Background: an optimization exercise with open tools, aiming at small area, a short achievable clock period and few clock cycles per item. Do not read the settings as production practice. Function was checked by simulation only, so behaviour that the tests miss may differ from the original. Power is estimated from default activity; no workload was simulated.

==> inputs of run M <==
// pi_speed_controller_with_position_core
module pi_speed_controller_with_position_core #(
    parameter int GEAR_MODULUS   = pisc_pkg::GEAR_MODULUS_DEF,
    parameter int INTEGRAL_LIMIT = pisc_pkg::INTEGRAL_LIMIT_DEF
) (
    input  logic                          i_clk,
    input  logic                          i_rst_n,
    input  logic                          i_s_tvalid,
    output logic                          o_s_tready,
    input  logic [pisc_pkg::IN_W-1:0]     i_s_tdata,
    output logic                          o_m_tvalid,
    input  logic                          i_m_tready,
    output logic [pisc_pkg::OUT_W-1:0]    o_m_tdata,
    input  logic                          psel,
    input  logic                          penable,
    input  logic                          pwrite,
    input  logic [pisc_pkg::APB_AW-1:0]   paddr,
    input  logic [pisc_pkg::APB_DW-1:0]   pwdata,
    output logic [pisc_pkg::APB_DW-1:0]   prdata,
    output logic                          pready
);
clock: 10.0 ns
lec_check: 0
cap_margin: 20
core_margin: 2
core_utilization: 40
setup_slack_margin: 3.5
slew_margin: 20
standard.sh (not shown) runs the stock make flow with config.mk's settings and CLKGATE_MAP_FILE= SYNTH_SCRIPT=/design/flow/synth_recipe.tcl, a recipe that flattens the netlist after the stock synthesis.
==> flow/flow/run.sh <==
#!/bin/bash
# The standard layout, with plain buf_2 cells as the port buffers (the
# standard flow's buffer_ports picks a slow delay cell for them).
set -euo pipefail
export BUFFER_PORTS_ARGS="-buffer_cell sky130_fd_sc_hd__buf_2"
bash standard.sh > standard.log 2>&1
==> inputs of run R, as changes to run M <==
--- a/flow/design.v
+++ b/flow/design.v
@@ -202,18 +202,18 @@
     assign w_dbl   = {8'd0, i_s_tdata[23:16], 1'b0};
     assign w_d17   = {i_s_tdata[15], i_s_tdata[15:0]};
     pisc_bk17 u_add_err (.i_a(w_dbl), .i_b(w_d17 ^ {17{!i_s_tdata[24]}}),
                          .i_c(!i_s_tdata[24]), .o_s(w_err), .o_c());
     logic [16:0] r_err1, r_err2, r_err3;
     logic [15:0] r_d1, r_d2, r_d3;
     logic [2:0]  r_f1, r_f2, r_f3;        
     logic        w_err_ovf;
-    logic [12:0] w_pim, w_ppm;
-    logic [12:0] r_pim2, r_ppm2;
+    logic [11:0] w_pim, w_ppm;
+    logic [11:0] r_pim2, r_ppm2;
     assign w_err_ovf = !(&r_err1[16:12]) && (|r_err1[16:12]);
     pisc_mul_sat u_mul_pi (.i_e(r_err1[11:0]), .i_s(r_err1[16]), .i_k(r_ki), .o_m(w_pim));
     pisc_mul_sat u_mul_pp (.i_e(r_err1[11:0]), .i_s(r_err1[16]), .i_k(r_kp), .o_m(w_ppm));
     logic [11:0] r_integ;
     logic [6:0]  r_duty3;
     logic        w_sgn2;
     logic [13:0] w_pi14, w_pp14;
     logic [13:0] w_s;
@@ -222,48 +222,50 @@
     logic [13:0] w_ca_s, w_ca_m, w_ca_c, w_suma, w_sumb;
     logic [6:0]  w_duty_a, w_duty_b, w_duty_c, w_duty;
     function automatic logic [6:0] duty_of(input logic [13:0] sum);
         if (sum[13])                     duty_of = 7'd0;
         else if (sum >= 14'd3200)        duty_of = 7'd100;
         else                             duty_of = sum[11:5];
     endfunction
     assign w_sgn2 = r_err2[16];
-    assign w_pi14 = {1'b0, r_pim2} ^ {14{w_sgn2}};
-    assign w_pp14 = {1'b0, r_ppm2} ^ {14{w_sgn2}};
+    assign w_pi14 = {2'b00, r_pim2} ^ {14{w_sgn2}};
+    assign w_pp14 = {2'b00, r_ppm2} ^ {14{w_sgn2}};
     pisc_sk14 u_add_int (.i_a({2'b00, r_integ}), .i_b(w_pi14), .i_c(w_sgn2),
                          .o_s(w_s), .o_c());
     assign w_s_neg = w_s[13];
     assign w_s_big = !w_s[13] && (w_s >= 14'd3200);
     always_comb begin
         if (w_s_neg)      w_integ = 12'd0;
         else if (w_s_big) w_integ = 12'd3200;
         else              w_integ = w_s[11:0];
     end
     assign w_ca_s = {2'b00, r_integ} ^ w_pi14 ^ w_pp14;
     assign w_ca_m = ({2'b00, r_integ} & w_pi14) | ({2'b00, r_integ} & w_pp14)
                   | (w_pi14 & w_pp14);
     assign w_ca_c = {w_ca_m[12:0], w_sgn2};
     pisc_sk14 u_add_sa (.i_a(w_ca_s), .i_b(w_ca_c), .i_c(w_sgn2), .o_s(w_suma), .o_c());
     assign w_duty_a = duty_of(w_suma);
-    assign w_sumb   = 14'd3200 - {1'b0, r_ppm2};
+    assign w_sumb   = 14'd3200 - {2'b00, r_ppm2};
     assign w_duty_b = w_sgn2 ? duty_of(w_sumb) : 7'd100;
-    assign w_duty_c = w_sgn2 ? 7'd0 : ((r_ppm2 >= 13'd3200) ? 7'd100 : r_ppm2[11:5]);
+    assign w_duty_c = w_sgn2 ? 7'd0 : ((r_ppm2 >= 12'd3200) ? 7'd100 : r_ppm2[11:5]);
     assign w_duty = w_s_neg ? w_duty_c : (w_s_big ? w_duty_b : w_duty_a);
     logic [29:0] w_cmpx;
     logic [31:0] w_d32;
     logic [13:0] w_gnew;
     pisc_mul_u24u7 u_mul_cmp (.i_a(r_w), .i_b(r_duty3), .o_p(w_cmpx));
     assign w_d32  = {{16{r_d3[15]}}, r_d3};
     logic [9:0]        w_glo;
     logic signed [7:0] w_ghs;
     logic [4:0]        w_ghi;
-    assign w_glo = {1'b0, r_gear[8:0]} + {1'b0, r_d3[8:0]};
-    assign w_ghs = $signed({3'b000, r_gear[13:9]}) + $signed(r_d3[15:9])
-                 + $signed({7'd0, w_glo[9]});
+    logic [16:0] w_gsum;
+    pisc_sk17 u_add_gear (.i_a({3'b000, r_gear}), .i_b({r_d3[15], r_d3}), .i_c(1'b0),
+                          .o_s(w_gsum), .o_c());
+    assign w_glo = {1'b0, w_gsum[8:0]};
+    assign w_ghs = $signed(w_gsum[16:9]);
     always_comb begin
         if (w_ghs >= 8'sd75)       w_ghi = 5'(w_ghs - 8'sd75);
         else if (w_ghs >= 8'sd50)  w_ghi = 5'(w_ghs - 8'sd50);
         else if (w_ghs >= 8'sd25)  w_ghi = 5'(w_ghs - 8'sd25);
         else if (w_ghs >= 8'sd0)   w_ghi = 5'(w_ghs);
         else if (w_ghs >= -8'sd25) w_ghi = 5'(w_ghs + 8'sd25);
         else if (w_ghs >= -8'sd50) w_ghi = 5'(w_ghs + 8'sd50);
         else                       w_ghi = 5'(w_ghs + 8'sd75);
@@ -285,18 +287,18 @@
     always_ff @(posedge i_clk) begin
         if (w_adv) begin
             r_err1 <= {w_err[16:12], w_err[11:0] ^ {12{w_err[16]}}};
             r_d1   <= i_s_tdata[15:0];
             r_f1   <= i_s_tdata[27:25];
             r_err2 <= r_err1;
             r_d2   <= r_d1;
             r_f2   <= r_f1;
-            r_pim2 <= (w_err_ovf && (r_ki != 8'd0)) ? 13'd4096 : w_pim;
-            r_ppm2 <= (w_err_ovf && (r_kp != 8'd0)) ? 13'd4096 : w_ppm;
+            r_pim2 <= (w_err_ovf && (r_ki != 8'd0)) ? 12'd4095 : w_pim;
+            r_ppm2 <= (w_err_ovf && (r_kp != 8'd0)) ? 12'd4095 : w_ppm;
             r_err3  <= r_err2;
             r_d3    <= r_d2;
             r_f3    <= r_f2;
             r_duty3 <= w_duty;
             r_err     <= {r_err3[16:12], r_err3[11:0] ^ {12{r_err3[16]}}};
             r_duty    <= r_duty3;
             r_cmp     <= w_cmpx[29:14];
             r_integ_o <= r_integ;
@@ -323,17 +325,17 @@
     assign o_m_tvalid = r_vo;
     assign o_m_tdata  = {6'd0, r_gear, r_segment, r_travel, r_integ_o,
                          r_err, r_cmp, r_duty};
 endmodule
 module pisc_mul_sat (
     input  logic [11:0] i_e,
     input  logic i_s,
     input  logic [7:0] i_k,
-    output logic [12:0] o_m
+    output logic [11:0] o_m
 );
     logic ex_0;
     logic ex_1;
     logic ex_2;
     logic ex_3;
     logic ex_4;
     logic ex_5;
     logic ex_6;
@@ -789,17 +791,17 @@
                  m32 |
                  m34 |
                  m36 |
                  m68 |
                  m70 |
                  m90 |
                  m112 |
                  fc;
-    assign o_m = ovf ? 13'd4096 : {1'b0, fs};
+    assign o_m = ovf ? 12'd4095 : fs;
 endmodule
 module pisc_mul_u24u7 (
     input  logic [23:0] i_a,
     input  logic [6:0] i_b,
     output logic [29:0] o_p
 );
     logic pp_0_0;
     logic pp_0_1;
@@ -2477,16 +2479,194 @@
     assign o_s[11] = p0[11] ^ g_10_1;
     assign o_s[12] = p0[12] ^ g_11_3;
     assign o_s[13] = p0[13] ^ g_12_1;
     assign o_s[14] = p0[14] ^ g_13_2;
     assign o_s[15] = p0[15] ^ g_14_1;
     assign o_s[16] = p0[16] ^ g_15_4;
     assign o_c = g_16_1;
 endmodule
+module pisc_sk17 (
+    input  logic [16:0] i_a,
+    input  logic [16:0] i_b,
+    input  logic i_c,
+    output logic [16:0] o_s,
+    output logic o_c
+);
+    logic [16:0] p0;
+    assign p0 = i_a ^ i_b;
+    logic g_0_0, p_0_0;
+    assign g_0_0 = (i_a[0] & i_b[0]) | (p0[0] & i_c);
+    assign p_0_0 = 1'b0;
+    logic g_1_0, p_1_0;
+    assign g_1_0 = i_a[1] & i_b[1];
+    assign p_1_0 = p0[1];
+    logic g_2_0, p_2_0;
+    assign g_2_0 = i_a[2] & i_b[2];
+    assign p_2_0 = p0[2];
+    logic g_3_0, p_3_0;
+    assign g_3_0 = i_a[3] & i_b[3];
+    assign p_3_0 = p0[3];
+    logic g_4_0, p_4_0;
+    assign g_4_0 = i_a[4] & i_b[4];
+    assign p_4_0 = p0[4];
+    logic g_5_0, p_5_0;
+    assign g_5_0 = i_a[5] & i_b[5];
+    assign p_5_0 = p0[5];
+    logic g_6_0, p_6_0;
+    assign g_6_0 = i_a[6] & i_b[6];
+    assign p_6_0 = p0[6];
+    logic g_7_0, p_7_0;
+    assign g_7_0 = i_a[7] & i_b[7];
+    assign p_7_0 = p0[7];
+    logic g_8_0, p_8_0;
+    assign g_8_0 = i_a[8] & i_b[8];
+    assign p_8_0 = p0[8];
+    logic g_9_0, p_9_0;
+    assign g_9_0 = i_a[9] & i_b[9];
+    assign p_9_0 = p0[9];
+    logic g_10_0, p_10_0;
+    assign g_10_0 = i_a[10] & i_b[10];
+    assign p_10_0 = p0[10];
+    logic g_11_0, p_11_0;
+    assign g_11_0 = i_a[11] & i_b[11];
+    assign p_11_0 = p0[11];
+    logic g_12_0, p_12_0;
+    assign g_12_0 = i_a[12] & i_b[12];
+    assign p_12_0 = p0[12];
+    logic g_13_0, p_13_0;
+    assign g_13_0 = i_a[13] & i_b[13];
+    assign p_13_0 = p0[13];
+    logic g_14_0, p_14_0;
+    assign g_14_0 = i_a[14] & i_b[14];
+    assign p_14_0 = p0[14];
+    logic g_15_0, p_15_0;
+    assign g_15_0 = i_a[15] & i_b[15];
+    assign p_15_0 = p0[15];
+    logic g_16_0, p_16_0;
+    assign g_16_0 = i_a[16] & i_b[16];
+    assign p_16_0 = p0[16];
+    logic g_1_1, p_1_1;
+    assign g_1_1 = g_1_0 | (p_1_0 & g_0_0);
+    assign p_1_1 = p_1_0 & p_0_0;
+    logic g_3_1, p_3_1;
+    assign g_3_1 = g_3_0 | (p_3_0 & g_2_0);
+    assign p_3_1 = p_3_0 & p_2_0;
+    logic g_5_1, p_5_1;
+    assign g_5_1 = g_5_0 | (p_5_0 & g_4_0);
+    assign p_5_1 = p_5_0 & p_4_0;
+    logic g_7_1, p_7_1;
+    assign g_7_1 = g_7_0 | (p_7_0 & g_6_0);
+    assign p_7_1 = p_7_0 & p_6_0;
+    logic g_9_1, p_9_1;
+    assign g_9_1 = g_9_0 | (p_9_0 & g_8_0);
+    assign p_9_1 = p_9_0 & p_8_0;
+    logic g_11_1, p_11_1;
+    assign g_11_1 = g_11_0 | (p_11_0 & g_10_0);
+    assign p_11_1 = p_11_0 & p_10_0;
+    logic g_13_1, p_13_1;
+    assign g_13_1 = g_13_0 | (p_13_0 & g_12_0);
+    assign p_13_1 = p_13_0 & p_12_0;
+    logic g_15_1, p_15_1;
+    assign g_15_1 = g_15_0 | (p_15_0 & g_14_0);
+    assign p_15_1 = p_15_0 & p_14_0;
+    logic g_2_1, p_2_1;
+    assign g_2_1 = g_2_0 | (p_2_0 & g_1_1);
+    assign p_2_1 = p_2_0 & p_1_1;
+    logic g_3_2, p_3_2;
+    assign g_3_2 = g_3_1 | (p_3_1 & g_1_1);
+    assign p_3_2 = p_3_1 & p_1_1;
+    logic g_6_1, p_6_1;
+    assign g_6_1 = g_6_0 | (p_6_0 & g_5_1);
+    assign p_6_1 = p_6_0 & p_5_1;
+    logic g_7_2, p_7_2;
+    assign g_7_2 = g_7_1 | (p_7_1 & g_5_1);
+    assign p_7_2 = p_7_1 & p_5_1;
+    logic g_10_1, p_10_1;
+    assign g_10_1 = g_10_0 | (p_10_0 & g_9_1);
+    assign p_10_1 = p_10_0 & p_9_1;
+    logic g_11_2, p_11_2;
+    assign g_11_2 = g_11_1 | (p_11_1 & g_9_1);
+    assign p_11_2 = p_11_1 & p_9_1;
+    logic g_14_1, p_14_1;
+    assign g_14_1 = g_14_0 | (p_14_0 & g_13_1);
+    assign p_14_1 = p_14_0 & p_13_1;
+    logic g_15_2, p_15_2;
+    assign g_15_2 = g_15_1 | (p_15_1 & g_13_1);
+    assign p_15_2 = p_15_1 & p_13_1;
+    logic g_4_1, p_4_1;
+    assign g_4_1 = g_4_0 | (p_4_0 & g_3_2);
+    assign p_4_1 = p_4_0 & p_3_2;
+    logic g_5_2, p_5_2;
+    assign g_5_2 = g_5_1 | (p_5_1 & g_3_2);
+    assign p_5_2 = p_5_1 & p_3_2;
+    logic g_6_2, p_6_2;
+    assign g_6_2 = g_6_1 | (p_6_1 & g_3_2);
+    assign p_6_2 = p_6_1 & p_3_2;
+    logic g_7_3, p_7_3;
+    assign g_7_3 = g_7_2 | (p_7_2 & g_3_2);
+    assign p_7_3 = p_7_2 & p_3_2;
+    logic g_12_1, p_12_1;
+    assign g_12_1 = g_12_0 | (p_12_0 & g_11_2);
+    assign p_12_1 = p_12_0 & p_11_2;
+    logic g_13_2, p_13_2;
+    assign g_13_2 = g_13_1 | (p_13_1 & g_11_2);
+    assign p_13_2 = p_13_1 & p_11_2;
+    logic g_14_2, p_14_2;
+    assign g_14_2 = g_14_1 | (p_14_1 & g_11_2);
+    assign p_14_2 = p_14_1 & p_11_2;
+    logic g_15_3, p_15_3;
+    assign g_15_3 = g_15_2 | (p_15_2 & g_11_2);
+    assign p_15_3 = p_15_2 & p_11_2;
+    logic g_8_1, p_8_1;
+    assign g_8_1 = g_8_0 | (p_8_0 & g_7_3);
+    assign p_8_1 = p_8_0 & p_7_3;
+    logic g_9_2, p_9_2;
+    assign g_9_2 = g_9_1 | (p_9_1 & g_7_3);
+    assign p_9_2 = p_9_1 & p_7_3;
+    logic g_10_2, p_10_2;
+    assign g_10_2 = g_10_1 | (p_10_1 & g_7_3);
+    assign p_10_2 = p_10_1 & p_7_3;
+    logic g_11_3, p_11_3;
+    assign g_11_3 = g_11_2 | (p_11_2 & g_7_3);
+    assign p_11_3 = p_11_2 & p_7_3;
+    logic g_12_2, p_12_2;
+    assign g_12_2 = g_12_1 | (p_12_1 & g_7_3);
+    assign p_12_2 = p_12_1 & p_7_3;
+    logic g_13_3, p_13_3;
+    assign g_13_3 = g_13_2 | (p_13_2 & g_7_3);
+    assign p_13_3 = p_13_2 & p_7_3;
+    logic g_14_3, p_14_3;
+    assign g_14_3 = g_14_2 | (p_14_2 & g_7_3);
+    assign p_14_3 = p_14_2 & p_7_3;
+    logic g_15_4, p_15_4;
+    assign g_15_4 = g_15_3 | (p_15_3 & g_7_3);
+    assign p_15_4 = p_15_3 & p_7_3;
+    logic g_16_1, p_16_1;
+    assign g_16_1 = g_16_0 | (p_16_0 & g_15_4);
+    assign p_16_1 = p_16_0 & p_15_4;
+    assign o_s[0] = p0[0] ^ i_c;
+    assign o_s[1] = p0[1] ^ g_0_0;
+    assign o_s[2] = p0[2] ^ g_1_1;
+    assign o_s[3] = p0[3] ^ g_2_1;
+    assign o_s[4] = p0[4] ^ g_3_2;
+    assign o_s[5] = p0[5] ^ g_4_1;
+    assign o_s[6] = p0[6] ^ g_5_2;
+    assign o_s[7] = p0[7] ^ g_6_2;
+    assign o_s[8] = p0[8] ^ g_7_3;
+    assign o_s[9] = p0[9] ^ g_8_1;
+    assign o_s[10] = p0[10] ^ g_9_2;
+    assign o_s[11] = p0[11] ^ g_10_2;
+    assign o_s[12] = p0[12] ^ g_11_3;
+    assign o_s[13] = p0[13] ^ g_12_2;
+    assign o_s[14] = p0[14] ^ g_13_3;
+    assign o_s[15] = p0[15] ^ g_14_3;
+    assign o_s[16] = p0[16] ^ g_15_4;
+    assign o_c = g_16_1;
+endmodule
 module pisc_sk14 (
     input  logic [13:0] i_a,
     input  logic [13:0] i_b,
     input  logic i_c,
     output logic [13:0] o_s,
     output logic o_c
 );
     logic [13:0] p0;
==> flow/flow/run.sh (replaced) <==
#!/bin/bash
# The standard layout, with plain buf_1 cells as the port buffers (the
# standard flow's buffer_ports picks a slow delay cell for them).
set -euo pipefail
export BUFFER_PORTS_ARGS="-buffer_cell sky130_fd_sc_hd__buf_1"
bash standard.sh > standard.log 2>&1
==> flow/config.mk (replaced) <==
export PLATFORM = sky130hd
export DESIGN_NAME = pi_speed_controller_with_position_core
export DESIGN_NICKNAME = pi_speed_controller_with_position_core
export VERILOG_FILES = /design/flow/design.v
export SDC_FILE = /design/flow/constraint.sdc
export NUM_CORES = 4
export LEC_CHECK = 0
export CAP_MARGIN = 20
export CORE_MARGIN = 2
export CORE_UTILIZATION = 60
export CTS_BUF_LIST = sky130_fd_sc_hd__clkbuf_16
export CTS_CLUSTER_DIAMETER = 80
export CTS_CLUSTER_SIZE = 20
export SETUP_SLACK_MARGIN = 5.0
export SLEW_MARGIN = 20
==> inputs of run Y, as changes to run M <==
==> flow/config.mk (replaced) <==
export PLATFORM = sky130hd
export DESIGN_NAME = pi_speed_controller_with_position_core
export DESIGN_NICKNAME = pi_speed_controller_with_position_core
export VERILOG_FILES = /design/flow/design.v
export SDC_FILE = /design/flow/constraint.sdc
export NUM_CORES = 4
export LEC_CHECK = 0
export CAP_MARGIN = 20
export CORE_MARGIN = 2
export CORE_UTILIZATION = 60
export SETUP_SLACK_MARGIN = 4.0
export SLEW_MARGIN = 20
==> results.yml <==
routing:
  wl_met1_mm: 29.3
worst_hold_path:
  hp-start: "r_d1[7]"
synth:
  synth_area_per_cell_um2: 10.0
  synth_seq_cells: 350
  ys_types: 95
global_route:
  grt_util_met1_pct: 37.1
pwr:
  pg_comb_mw: 1.95
  power.density_mw_per_mm2: 162
finish:
  layout.area.seq_mm2: 0.00893
timing:
  setup_ws_ps: 4640
clock_tree:
  path_clk_slew_ps: 80
status:
  status: "no timing/DRC/antenna violations"
Source of the figures above: run R

==> results.yml <==
clock_tree:
  path_clk_slew_ps: 60
synth:
  synth_seq_cells: 352
  synth_area_per_cell_um2: 9.95
  ys_types: 81
pwr:
  pg_comb_mw: 1.80
  power.density_mw_per_mm2: 175
  finalPower_mw: 5.54
global_route:
  grt_util_met1_pct: 23.8
  antenna_found_initial: 4
routing:
  wl_met1_mm: 29.5
worst_hold_path:
  hp-start: "r_err2[1]"
status:
  status: "no timing/DRC/antenna violations"
finish:
  multi_input_area_share_pct: 55.8
Source of the figures above: run M

==> results.yml <==
clock_tree:
  path_clk_slew_ps: 60
synth:
  synth_area_per_cell_um2: 9.95
pwr:
  pg_comb_mw: 1.81
worst_hold_path:
  hp-start: "r_d2[14]"
finish:
  layout.area.seq_mm2: 0.00898
global_route:
  gr-total-overflow: 0
routing:
  wl_met1_mm: 28.3
timing:
  setup_ws_ps: 4330
status:
  status: "no timing/DRC/antenna violations"
Source of the figures above: run Y

Testbench counts of run M, summed over its fixed seeds: cycles 2,080, items 2,048.
Testbench counts of run R, summed over its fixed seeds: cycles 2,080, items 2,048.
Testbench counts of run Y, summed over its fixed seeds: cycles 2,080, items 2,048.

-- static timing again, ports no longer ideal --
The flow's constraints put no driver on any port. The routed layouts listed below were extracted and timed again, unchanged, in two steps. Step 1 (the two cells are an assumption about what drives the block):
set clk [get_ports {i_clk}]
set_driving_cell -lib_cell sky130_fd_sc_hd__clkbuf_16 $clk
set_driving_cell -lib_cell sky130_fd_sc_hd__buf_2 [delete_from_list [all_inputs] $clk]
Step 2 moves the port delays by t, midway between the first and last clock arrival at a register: inputs arrive t later, outputs are due t later. That takes back most of the time a late clock gives input paths. Three values: ideal ports, drivers, drivers and shift; two values: the first two.
run | t, ns | setup WS [ns] | hold WS [ns] | worst setup path after step 2 | cell pins on the clock port's net
run M | 0.657 | 4.131 / 4.131 / 4.131 | 0.398 / 0.398 / 0.398 | register to register | 1
run R | 0.652 | 4.635 / 4.635 / 4.631 | 0.422 / 0.422 / 0.422 | input to register | 1
run Y | 0.628 | 4.330 / 4.330 / 4.330 | 0.413 / 0.413 / 0.413 | register to register | 1
After both steps setup and hold are still met in every run listed. The setup slack of run R, which loses most, moves by 0.000 ns with the drivers and by -0.004 ns with both steps.
